This design comes from an exercise in tuning for small area, a short achievable clock period and few clock cycles per item on the open sky130 flow, not from production work.

==> job 6394 <==
==> flow/design.v <==
`default_nettype none
package rvv_div_pkg;
  localparam int vlen_default    = 64;
  localparam int xlen            = 32;
  localparam int rob_depth_width = 4;
  localparam logic [1:0] eew8  = 2'd0;
  localparam logic [1:0] eew16 = 2'd1;
  localparam logic [1:0] eew32 = 2'd2;
  localparam logic [2:0] funct3_opmvv = 3'b010;
  localparam logic [2:0] funct3_opmvx = 3'b110;
  localparam logic [5:0] funct6_vdivu = 6'b100000;
  localparam logic [5:0] funct6_vdiv  = 6'b100001;
  localparam logic [5:0] funct6_vremu = 6'b100010;
  localparam logic [5:0] funct6_vrem  = 6'b100011;
endpackage
`default_nettype wire
`default_nettype none
module div_add #(
  parameter int N = 37
) (
  input  wire  [N-1:0] x,
  input  wire  [N-1:0] y,
  output logic [N:0]   s
);
  localparam int lv = $clog2(N);
  logic [N-1:0] g [lv+1];
  logic [N-1:0] p [lv+1];
  always_comb begin
    g[0] = x & y;
    p[0] = x | y;
    for (int l = 0; l < lv; l++) begin
      for (int i = 0; i < N; i++) begin
        if (((i >> l) & 1) == 1) begin
          g[l+1][i] = g[l][i] | (p[l][i] & g[l][((i >> l) << l) - 1]);
          p[l+1][i] = p[l][i] & p[l][((i >> l) << l) - 1];
        end else begin
          g[l+1][i] = g[l][i];
          p[l+1][i] = p[l][i];
        end
      end
    end
    s[0] = x[0] ^ y[0];
    for (int i = 1; i < N; i++) s[i] = x[i] ^ y[i] ^ g[lv][i-1];
    s[N] = g[lv][N-1];
  end
endmodule
`default_nettype wire
`default_nettype none
module rvv_div_unit #(
  parameter int VLEN = 64
) (
  input  wire             clk,
  input  wire             rst_n,
  input  wire             uop_valid,
  input  wire  [5:0]      funct6,
  input  wire  [2:0]      funct3,
  input  wire  [1:0]      vs2_eew,
  input  wire  [VLEN-1:0] vs1_data,
  input  wire  [VLEN-1:0] vs2_data,
  input  wire  [31:0]     rs1_data,
  input  wire  [3:0]      rob_entry,
  input  wire             result_ready,
  input  wire             trap_flush,
  output logic            uop_ready,
  output logic            result_valid,
  output logic [VLEN-1:0] result_data,
  output logic [3:0]      result_rob_entry
);
  localparam int nb = VLEN / 8;
  localparam logic [1:0] st_idle = 2'd0;
  localparam logic [1:0] st_pre  = 2'd1;
  localparam logic [1:0] st_iter = 2'd2;
  localparam logic [1:0] st_post = 2'd3;
  logic [1:0]      state;
  logic            oval;
  logic [4:0]      cnt;
  logic [VLEN-1:0] a_q;     
  logic [VLEN-1:0] r_q;     
  logic [VLEN-1:0] b_q;     
  logic            e8, e16, e32;    
  logic [nb-1:0]   bl;      
  logic            is_rem;
  logic            is_signed;
  logic [3:0]      tag;
  logic [3:0]      otag;
  logic [nb-1:0]   nega;    
  logic [nb-1:0]   negb;    
  logic [nb-1:0]   spx;     
  logic [nb-1:0]   spy;     
  logic            skip;    
  logic [nb-1:0]   din;     
  logic legal, accept, pre_go, iter_last;
  assign legal = ((funct3 == rvv_div_pkg::funct3_opmvv) ||
                  (funct3 == rvv_div_pkg::funct3_opmvx)) && (funct6[5:2] == 4'b1000);
  assign uop_ready = (state == st_idle) || (state == st_post);
  assign accept    = uop_valid && uop_ready && legal;
  assign pre_go    = (state == st_pre) && (!oval || result_ready);
  assign iter_last = (cnt == 5'd0);
  always_ff @(posedge clk or negedge rst_n) begin
    if (!rst_n) begin
      state <= st_idle;
      oval  <= 1'b0;
      cnt   <= '0;
    end else if (trap_flush) begin
      state <= st_idle;
      oval  <= 1'b0;
    end else begin
      if (oval && result_ready) oval <= 1'b0;
      case (state)
        st_idle: if (accept) state <= st_pre;
        st_pre: if (pre_go) begin
          state <= st_iter;
          cnt   <= skip ? 5'd15 : e8 ? 5'd6 : e16 ? 5'd14 : 5'd30;
        end
        st_iter: begin
          cnt <= cnt - 5'd1;
          if (iter_last) state <= st_post;
        end
        default: begin
          state <= accept ? st_pre : st_idle;
          oval  <= 1'b1;
        end
      endcase
    end
  end
  logic            i8, i16, i32;
  logic [nb-1:0]   ibl, inega;
  logic [VLEN-1:0] rs1_rep, dvs;
  always_comb begin
    i8  = (vs2_eew == rvv_div_pkg::eew8);
    i16 = (vs2_eew == rvv_div_pkg::eew16);
    i32 = !i8 && !i16;
    for (int i = 0; i < VLEN; i++)
      rs1_rep[i] = i8 ? rs1_data[i % 8] : i16 ? rs1_data[i % 16] : rs1_data[i % 32];
    dvs = funct3[2] ? rs1_rep : vs1_data;
    for (int k = 0; k < nb; k++) begin
      ibl[k] = i8 || (i16 && (k % 2 == 0)) || (k % 4 == 0);
      if (i8)       inega[k] = vs2_data[k*8+7];
      else if (i16) inega[k] = vs2_data[(k/2)*16+15];
      else          inega[k] = vs2_data[(k/4)*32+31];
      inega[k] = inega[k] && funct6[0];
    end
  end
  logic [VLEN-1:0] nin, nout, lowor;
  logic [nb-1:0]   nctl, bor, abv, negpost;
  always_comb begin
    for (int k = 0; k < nb; k++) begin
      if (e8)
        negpost[k] = (nega[k] ^ negb[k]) && !(a_q[k*8+7] && a_q[k*8+6]);
      else if (e16)
        negpost[k] = (nega[k] ^ negb[k]) && !(a_q[(k/2)*16+15] && a_q[(k/2)*16+14]);
      else
        negpost[k] = (nega[k] ^ negb[k]) && !(a_q[(k/4)*32+31] && a_q[(k/4)*32+30]);
      if (is_rem) negpost[k] = nega[k];
    end
  end
  assign nin  = (state == st_post && is_rem) ? r_q : a_q;
  assign nctl = (state == st_pre) ? nega : negpost;
  always_comb begin
    for (int k = 0; k < nb; k++) bor[k] = |nin[k*8 +: 8];
    for (int k = 0; k < nb; k++) begin
      abv[k] = 1'b0;
      if (!e8) begin
        if (k % 2 == 1) abv[k] = bor[(k + nb - 1) % nb];
        if (e32 && (k % 4 == 2)) abv[k] = bor[(k + nb - 1) % nb] | bor[(k + nb - 2) % nb];
        if (e32 && (k % 4 == 3)) abv[k] = bor[(k + nb - 1) % nb] | bor[(k + nb - 2) % nb] |
                                          bor[(k + nb - 3) % nb];
      end
      for (int j = 0; j < 8; j++) begin
        lowor[k*8+j] = abv[k];
        for (int m = 0; m < j; m++) lowor[k*8+j] = lowor[k*8+j] | nin[k*8+m];
        nout[k*8+j] = nin[k*8+j] ^ (nctl[k] & lowor[k*8+j]);
      end
    end
  end
  logic [nb-1:0]   z7, z8, ones, bz, b1, pm, pq, sb;
  logic [VLEN-1:0] a_pre, r_pre, b_pre, a_skp, r_skp;
  logic [nb-1:0]   din_pre, din_skp;
  logic [1:0]      bbig, asml;
  always_comb begin
    for (int k = 0; k < nb; k++) begin
      z7[k]   = ~|b_q[k*8+1 +: 7];
      z8[k]   = z7[k] & ~b_q[k*8];
      ones[k] = &b_q[k*8 +: 8];
      if (e8)       sb[k] = b_q[k*8+7];
      else if (e16) sb[k] = b_q[(k/2)*16+15];
      else          sb[k] = b_q[(k/4)*32+31];
      sb[k] = sb[k] && is_signed;
    end
    for (int k = 0; k < nb; k++) begin
      if (e8) begin
        bz[k] = z8[k];
        b1[k] = (z7[k] & b_q[k*8]) | (is_signed & ones[k]);
        pm[k] = a_q[k*8+7] & ~(nega[k] & |a_q[k*8 +: 7]);
      end else if (e16) begin
        bz[k] = z8[k & ~1] & z8[k | 1];
        b1[k] = (z7[k & ~1] & b_q[(k & ~1)*8] & z8[k | 1]) |
                (is_signed & ones[k & ~1] & ones[k | 1]);
        pm[k] = a_q[(k/2)*16+15] & ~(nega[k] & |a_q[(k/2)*16 +: 15]);
      end else begin
        bz[k] = z8[k & ~3] & z8[(k & ~3) + 1] & z8[(k & ~3) + 2] & z8[(k & ~3) + 3];
        b1[k] = (z7[k & ~3] & b_q[(k & ~3)*8] &
                 z8[(k & ~3) + 1] & z8[(k & ~3) + 2] & z8[(k & ~3) + 3]) |
                (is_signed & ones[k & ~3] & ones[(k & ~3) + 1] &
                 ones[(k & ~3) + 2] & ones[(k & ~3) + 3]);
        pm[k] = a_q[(k/4)*32+31] & ~(nega[k] & |a_q[(k/4)*32 +: 31]);
      end
      pq[k] = bz[k] | (pm[k] & b1[k]);
    end
    for (int k = 0; k < nb; k++) begin
      for (int j = 0; j < 8; j++) begin
        if (j == 0 && bl[k]) begin
          a_pre[k*8+j] = pq[k];
          r_pre[k*8+j] = pm[k] & ~b1[k];
        end else begin
          a_pre[k*8+j] = nout[(k*8+j+VLEN-1)%VLEN];
          r_pre[k*8+j] = 1'b0;
        end
        b_pre[k*8+j] = sb[k] ? b_q[k*8+j] : ~b_q[k*8+j];
      end
      if (e8)       din_pre[k] = nout[k*8+6];
      else if (e16) din_pre[k] = nout[(k/2)*16+14];
      else          din_pre[k] = nout[(k/4)*32+30];
    end
    for (int h = 0; h < 2; h++) begin
      a_skp[h*32 +: 32] = {nout[h*32 +: 16], 16'd0};
      r_skp[h*32 +: 32] = {16'd0, nout[h*32+16 +: 16]};
    end
    din_skp = {{4{nout[47]}}, {4{nout[15]}}};
    for (int h = 0; h < 2; h++) begin
      bbig[h] = sb[4*h] ? ~(ones[4*h+2] & ones[4*h+3]) : ~(z8[4*h+2] & z8[4*h+3]);
      asml[h] = (nega[4*h] ? (&a_q[h*32+15 +: 17]) : ~|a_q[h*32+16 +: 16]) & ~bz[4*h];
    end
    skip = e32 & (&(bbig | asml));
  end
  logic [VLEN-1:0] x;         
  logic [nb-1:0]   rtop;      
  logic [9*nb-1:0] xs, ys;
  logic [36:0]     ssl, ssh;
  logic [9*nb:0]   ss;
  logic [nb-1:0]   cb, qb, din_it;
  logic [VLEN-1:0] a_it, r_it;
  always_comb begin
    for (int k = 0; k < nb; k++) begin
      for (int j = 0; j < 8; j++) begin
        if (j == 0) x[k*8+j] = bl[k] ? din[k] : r_q[(k*8+VLEN-1)%VLEN];
        else        x[k*8+j] = r_q[k*8+j-1];
      end
      if (e8)       rtop[k] = r_q[k*8+7];
      else if (e16) rtop[k] = r_q[(k/2)*16+15];
      else          rtop[k] = r_q[(k/4)*32+31];
    end
    for (int k = 0; k < nb; k++) begin
      xs[9*k]        = spx[k];
      ys[9*k]        = spy[k];
      xs[9*k+1 +: 8] = x[k*8 +: 8];
      ys[9*k+1 +: 8] = b_q[k*8 +: 8];
    end
  end
  div_add #(.N(36)) u_addl (.x(xs[35:0]),  .y(ys[35:0]),  .s(ssl));
  div_add #(.N(36)) u_addh (.x(xs[71:36]), .y(ys[71:36]), .s(ssh));
  always_comb begin
    ss = {ssh, ssl[35:0]};
    for (int k = 0; k < nb; k++)
      cb[k] = (k == nb / 2 - 1) ? ssl[36] : ss[9*(k+1)];
    for (int k = 0; k < nb; k++) begin
      if (e8)       qb[k] = rtop[k] | cb[k];
      else if (e16) qb[k] = rtop[k] | cb[k | 1];
      else          qb[k] = rtop[k] | cb[k | 3];
    end
    for (int k = 0; k < nb; k++) begin
      for (int j = 0; j < 8; j++) begin
        r_it[k*8+j] = qb[k] ? ss[9*k+1+j] : x[k*8+j];
        if (j == 0) a_it[k*8+j] = bl[k] ? qb[k] : a_q[(k*8+VLEN-1)%VLEN];
        else        a_it[k*8+j] = a_q[k*8+j-1];
      end
      if (e8)       din_it[k] = a_q[k*8+6];
      else if (e16) din_it[k] = a_q[(k/2)*16+14];
      else          din_it[k] = a_q[(k/4)*32+30];
    end
  end
  always_ff @(posedge clk) begin
    if (uop_ready) begin
      a_q       <= vs2_data;
      b_q       <= dvs;
      e8        <= i8;
      e16       <= i16;
      e32       <= i32;
      bl        <= ibl;
      is_rem    <= funct6[1];
      is_signed <= funct6[0];
      tag       <= rob_entry;
      nega      <= inega;
    end else if (pre_go) begin
      a_q  <= skip ? a_skp : a_pre;
      b_q  <= b_pre;
      negb <= sb;
      spx  <= ~(bl & sb);
      spy  <= bl & ~sb;
    end else if (state == st_iter) begin
      a_q <= a_it;
    end
    if (state == st_iter)      din <= din_it;
    else if (pre_go)           din <= skip ? din_skp : din_pre;
    if (state == st_iter)      r_q <= r_it;
    else if (pre_go)           r_q <= skip ? r_skp : r_pre;
    else if (state == st_post) r_q <= nout;
    if (state == st_post) otag <= tag;
  end
  assign result_valid     = oval;
  assign result_data      = r_q;
  assign result_rob_entry = otag;
endmodule
`default_nettype wire
==> flow/run.sh <==
#!/bin/bash
# synth_recipe.tcl (not shown) runs the flow's synth.tcl, then flattens the netlist and writes it again
# the make line also repeats each setting of config.mk as NAME=value (left out here)
make -C /OpenROAD-flow-scripts/flow DESIGN_CONFIG=/design/flow/config.mk WORK_HOME=/design/flow/orfs CLKGATE_MAP_FILE= SYNTH_SCRIPT=/design/flow/synth_recipe.tcl finish
==> flow/config.mk <==
export PLATFORM = sky130hd
export DESIGN_NAME = rvv_div_unit
export DESIGN_NICKNAME = rvv_div_unit
export VERILOG_FILES = /design/flow/design.v
export SDC_FILE = /design/flow/constraint.sdc
export NUM_CORES = 4
export LEC_CHECK = 0
export ABC_AREA = 1
export CAP_MARGIN = 20
export CORE_MARGIN = 2
export CORE_UTILIZATION = 40
export SETUP_SLACK_MARGIN = 2.9
export SLEW_MARGIN = 20
==> flow/constraint.sdc <==
create_clock -name core_clock -period 6.0 [get_ports {clk}]
set_input_delay 1.2000 -clock core_clock [delete_from_list [all_inputs] [get_ports {clk}]]
set_output_delay 1.2000 -clock core_clock [all_outputs]
set_load 0.01 [all_outputs]
==> inputs of job 9511, as changes to job 6394 <==
--- a/flow/design.v
+++ b/flow/design.v
@@ -124,8 +124,10 @@
     end
   end
   logic            i8, i16, i32;
-  logic [nb-1:0]   ibl, inega;
+  logic [nb-1:0]   ibl, inega, inegb;
   logic [VLEN-1:0] rs1_rep, dvs;
+  logic [1:0]      ibig, ismall, inz;
+  logic            iskip;
   always_comb begin
     i8  = (vs2_eew == rvv_div_pkg::eew8);
     i16 = (vs2_eew == rvv_div_pkg::eew16);
@@ -135,11 +137,25 @@
     dvs = funct3[2] ? rs1_rep : vs1_data;
     for (int k = 0; k < nb; k++) begin
       ibl[k] = i8 || (i16 && (k % 2 == 0)) || (k % 4 == 0);
-      if (i8)       inega[k] = vs2_data[k*8+7];
-      else if (i16) inega[k] = vs2_data[(k/2)*16+15];
-      else          inega[k] = vs2_data[(k/4)*32+31];
+      if (i8) begin
+        inega[k] = vs2_data[k*8+7];
+        inegb[k] = dvs[k*8+7];
+      end else if (i16) begin
+        inega[k] = vs2_data[(k/2)*16+15];
+        inegb[k] = dvs[(k/2)*16+15];
+      end else begin
+        inega[k] = vs2_data[(k/4)*32+31];
+        inegb[k] = dvs[(k/4)*32+31];
+      end
       inega[k] = inega[k] && funct6[0];
+      inegb[k] = inegb[k] && funct6[0];
+    end
+    for (int h = 0; h < 2; h++) begin
+      ibig[h]   = inegb[4*h] ? ~&dvs[h*32+16 +: 16] : |dvs[h*32+16 +: 16];
+      ismall[h] = inega[4*h] ? &vs2_data[h*32+15 +: 17] : ~|vs2_data[h*32+16 +: 16];
+      inz[h]    = |dvs[h*32 +: 32];
     end
+    iskip = i32 && (&(ibig | (ismall & inz)));
   end
   logic [VLEN-1:0] nin, nout, lowor;
   logic [nb-1:0]   nctl, bor, abv, negpost;
@@ -173,19 +189,14 @@
       end
     end
   end
-  logic [nb-1:0]   z7, z8, ones, bz, b1, pm, pq, sb;
+  logic [nb-1:0]   z7, z8, ones, bz, b1, pm, pq;
   logic [VLEN-1:0] a_pre, r_pre, b_pre, a_skp, r_skp;
   logic [nb-1:0]   din_pre, din_skp;
-  logic [1:0]      bbig, asml;
   always_comb begin
     for (int k = 0; k < nb; k++) begin
       z7[k]   = ~|b_q[k*8+1 +: 7];
       z8[k]   = z7[k] & ~b_q[k*8];
       ones[k] = &b_q[k*8 +: 8];
-      if (e8)       sb[k] = b_q[k*8+7];
-      else if (e16) sb[k] = b_q[(k/2)*16+15];
-      else          sb[k] = b_q[(k/4)*32+31];
-      sb[k] = sb[k] && is_signed;
     end
     for (int k = 0; k < nb; k++) begin
       if (e8) begin
@@ -216,7 +227,7 @@
           a_pre[k*8+j] = nout[(k*8+j+VLEN-1)%VLEN];
           r_pre[k*8+j] = 1'b0;
         end
-        b_pre[k*8+j] = sb[k] ? b_q[k*8+j] : ~b_q[k*8+j];
+        b_pre[k*8+j] = negb[k] ? b_q[k*8+j] : ~b_q[k*8+j];
       end
       if (e8)       din_pre[k] = nout[k*8+6];
       else if (e16) din_pre[k] = nout[(k/2)*16+14];
@@ -227,11 +238,6 @@
       r_skp[h*32 +: 32] = {16'd0, nout[h*32+16 +: 16]};
     end
     din_skp = {{4{nout[47]}}, {4{nout[15]}}};
-    for (int h = 0; h < 2; h++) begin
-      bbig[h] = sb[4*h] ? ~(ones[4*h+2] & ones[4*h+3]) : ~(z8[4*h+2] & z8[4*h+3]);
-      asml[h] = (nega[4*h] ? (&a_q[h*32+15 +: 17]) : ~|a_q[h*32+16 +: 16]) & ~bz[4*h];
-    end
-    skip = e32 & (&(bbig | asml));
   end
   logic [VLEN-1:0] x;         
   logic [nb-1:0]   rtop;      
@@ -291,12 +297,13 @@
       is_signed <= funct6[0];
       tag       <= rob_entry;
       nega      <= inega;
+      negb      <= inegb;
+      spx       <= ~(ibl & inegb);
+      spy       <= ibl & ~inegb;
+      skip      <= iskip;
     end else if (pre_go) begin
-      a_q  <= skip ? a_skp : a_pre;
-      b_q  <= b_pre;
-      negb <= sb;
-      spx  <= ~(bl & sb);
-      spy  <= bl & ~sb;
+      a_q <= skip ? a_skp : a_pre;
+      b_q <= b_pre;
     end else if (state == st_iter) begin
       a_q <= a_it;
     end
- SETUP_SLACK_MARGIN: 2.9 -> 2.6
==> inputs of job 6281, as changes to job 6394 <==
--- a/flow/design.v
+++ b/flow/design.v
@@ -124,8 +124,10 @@
     end
   end
   logic            i8, i16, i32;
-  logic [nb-1:0]   ibl, inega;
+  logic [nb-1:0]   ibl, inega, inegb;
   logic [VLEN-1:0] rs1_rep, dvs;
+  logic [1:0]      ibig, ismall, inz;
+  logic            iskip;
   always_comb begin
     i8  = (vs2_eew == rvv_div_pkg::eew8);
     i16 = (vs2_eew == rvv_div_pkg::eew16);
@@ -135,11 +137,25 @@
     dvs = funct3[2] ? rs1_rep : vs1_data;
     for (int k = 0; k < nb; k++) begin
       ibl[k] = i8 || (i16 && (k % 2 == 0)) || (k % 4 == 0);
-      if (i8)       inega[k] = vs2_data[k*8+7];
-      else if (i16) inega[k] = vs2_data[(k/2)*16+15];
-      else          inega[k] = vs2_data[(k/4)*32+31];
+      if (i8) begin
+        inega[k] = vs2_data[k*8+7];
+        inegb[k] = dvs[k*8+7];
+      end else if (i16) begin
+        inega[k] = vs2_data[(k/2)*16+15];
+        inegb[k] = dvs[(k/2)*16+15];
+      end else begin
+        inega[k] = vs2_data[(k/4)*32+31];
+        inegb[k] = dvs[(k/4)*32+31];
+      end
       inega[k] = inega[k] && funct6[0];
+      inegb[k] = inegb[k] && funct6[0];
+    end
+    for (int h = 0; h < 2; h++) begin
+      ibig[h]   = inegb[4*h] ? ~&dvs[h*32+16 +: 16] : |dvs[h*32+16 +: 16];
+      ismall[h] = inega[4*h] ? &vs2_data[h*32+15 +: 17] : ~|vs2_data[h*32+16 +: 16];
+      inz[h]    = |dvs[h*32 +: 32];
     end
+    iskip = i32 && (&(ibig | (ismall & inz)));
   end
   logic [VLEN-1:0] nin, nout, lowor;
   logic [nb-1:0]   nctl, bor, abv, negpost;
@@ -173,19 +189,14 @@
       end
     end
   end
-  logic [nb-1:0]   z7, z8, ones, bz, b1, pm, pq, sb;
+  logic [nb-1:0]   z7, z8, ones, bz, b1, pm, pq;
   logic [VLEN-1:0] a_pre, r_pre, b_pre, a_skp, r_skp;
   logic [nb-1:0]   din_pre, din_skp;
-  logic [1:0]      bbig, asml;
   always_comb begin
     for (int k = 0; k < nb; k++) begin
       z7[k]   = ~|b_q[k*8+1 +: 7];
       z8[k]   = z7[k] & ~b_q[k*8];
       ones[k] = &b_q[k*8 +: 8];
-      if (e8)       sb[k] = b_q[k*8+7];
-      else if (e16) sb[k] = b_q[(k/2)*16+15];
-      else          sb[k] = b_q[(k/4)*32+31];
-      sb[k] = sb[k] && is_signed;
     end
     for (int k = 0; k < nb; k++) begin
       if (e8) begin
@@ -216,7 +227,7 @@
           a_pre[k*8+j] = nout[(k*8+j+VLEN-1)%VLEN];
           r_pre[k*8+j] = 1'b0;
         end
-        b_pre[k*8+j] = sb[k] ? b_q[k*8+j] : ~b_q[k*8+j];
+        b_pre[k*8+j] = negb[k] ? b_q[k*8+j] : ~b_q[k*8+j];
       end
       if (e8)       din_pre[k] = nout[k*8+6];
       else if (e16) din_pre[k] = nout[(k/2)*16+14];
@@ -227,11 +238,6 @@
       r_skp[h*32 +: 32] = {16'd0, nout[h*32+16 +: 16]};
     end
     din_skp = {{4{nout[47]}}, {4{nout[15]}}};
-    for (int h = 0; h < 2; h++) begin
-      bbig[h] = sb[4*h] ? ~(ones[4*h+2] & ones[4*h+3]) : ~(z8[4*h+2] & z8[4*h+3]);
-      asml[h] = (nega[4*h] ? (&a_q[h*32+15 +: 17]) : ~|a_q[h*32+16 +: 16]) & ~bz[4*h];
-    end
-    skip = e32 & (&(bbig | asml));
   end
   logic [VLEN-1:0] x;         
   logic [nb-1:0]   rtop;      
@@ -291,12 +297,13 @@
       is_signed <= funct6[0];
       tag       <= rob_entry;
       nega      <= inega;
+      negb      <= inegb;
+      spx       <= ~(ibl & inegb);
+      spy       <= ibl & ~inegb;
+      skip      <= iskip;
     end else if (pre_go) begin
-      a_q  <= skip ? a_skp : a_pre;
-      b_q  <= b_pre;
-      negb <= sb;
-      spx  <= ~(bl & sb);
-      spy  <= bl & ~sb;
+      a_q <= skip ? a_skp : a_pre;
+      b_q <= b_pre;
     end else if (state == st_iter) begin
       a_q <= a_it;
     end
- SETUP_SLACK_MARGIN: 2.9 -> 3.2
==> flow_summary.json <==
{
  "wl_met1_mm": 44.1,
  "fillCellCount": 5515,
  "taps": 748,
  "inverters": 435,
  "r2r-end": "r_q[35]",
  "vias": 24000,
  "syn_area_per_cell_sq_um": 7.18,
  "dp_hpwl_mm": 79.8,
  "yosysSeqAreaShare_pct": 34.0,
  "path_cells": "clkdlybuf4s50_1, nand4_1, nor4_1, nand3_1, o21ai_0, o21ai_0, nand2_1, nand2_1, nor2_1",
  "start_util_pct": 40.4,
  "grtUsageMet2_pct": 54.2,
  "die_h_microns": 240,
  "synthCells": 3098,
  "outcome": "finished clean",
  "drive_gt1_share_pct": 9.07
}
The numbers above come from job 9511.

==> flow_summary.json <==
{
  "outcome": "finished clean",
  "taps": 688,
  "multi_input_area_share_pct": 46.8,
  "synthCells": 2894,
  "drive_gt1_share_pct": 19.9,
  "path_cells": "ha_4, buf_12, buf_12, buf_12, nand2_8, nand2_1, o21ai_4, nand3_2, nor2_4, nand2_2, nand2_4, buf_4, nand2_1, nand2_1, xor2_1, nand2_1, nand3_1, nand2_1, o21ai_1",
  "start_kind": "register",
  "die_h_microns": 236,
  "inverters": 397,
  "vias": 23500,
  "cts_tree": "done",
  "wl_met1_mm": 38.9,
  "fillCellCount": 4832,
  "yosysSeqAreaShare_pct": 35.1,
  "r2r-end": "r_q[8]"
}
The numbers above come from job 6394.

==> flow_summary.json <==
{
  "dp_hpwl_mm": 78.5,
  "taps": 748,
  "outcome": "finished clean",
  "yosysSeqAreaShare_pct": 34.0,
  "drive_gt1_share_pct": 25.4,
  "wl_met1_mm": 44.5,
  "syn_area_per_cell_sq_um": 7.18,
  "die_h_microns": 240,
  "path_cells": "inv_4, or2_4, o21ai_4, ha_4, inv_2, nand4_1, nor4_2, nand2_1, nand2_4, nand2_4, nand2_4, nand2_4, nand2_4, nand2_4, nand3_4, nand2_4, o211ai_1, nand2_1",
  "start_util_pct": 40.4,
  "r2r-end": "r_q[38]",
  "fillCellCount": 5015,
  "grtUsageMet2_pct": 57.4,
  "inverters": 437
}
The numbers above come from job 6281.

No functional check of the RTL was part of any run of this note.

-- afterwards: timing with drivers on the ports --
The results above use ideal ports. As a check the final layouts listed here were re-extracted and re-timed, cells and wires unchanged. Step 1 sets driving cells, clkbuf_16 on the clock port and buf_2 on the other inputs (assumed; they add their load-dependent delay and slew). Step 2 also shifts input and output timing later by t, the mid clock arrival at the registers, as if the neighbouring blocks saw the same clock. Slacks: ideal / step 1 / step 2; pairs: ideal / step 1.
run	t (ns)	setup slack, ns	hold slack, ns	worst data-port slew with drivers (ns)
job 6394	0.607	2.699 / 2.699 / 2.418	0.418 / 0.418 / 0.418	0.07
job 9511	0.605	2.521 / 2.550 / 1.945	0.419 / 0.419 / 0.419	0.06
job 6281	0.621	2.756 / 2.756 / 2.375	0.417 / 0.417 / 0.417	0.06
After both steps setup and hold are still met in every run listed. The setup slack of job 9511, which loses most, moves by +0.029 ns with the drivers and by -0.576 ns with both steps.
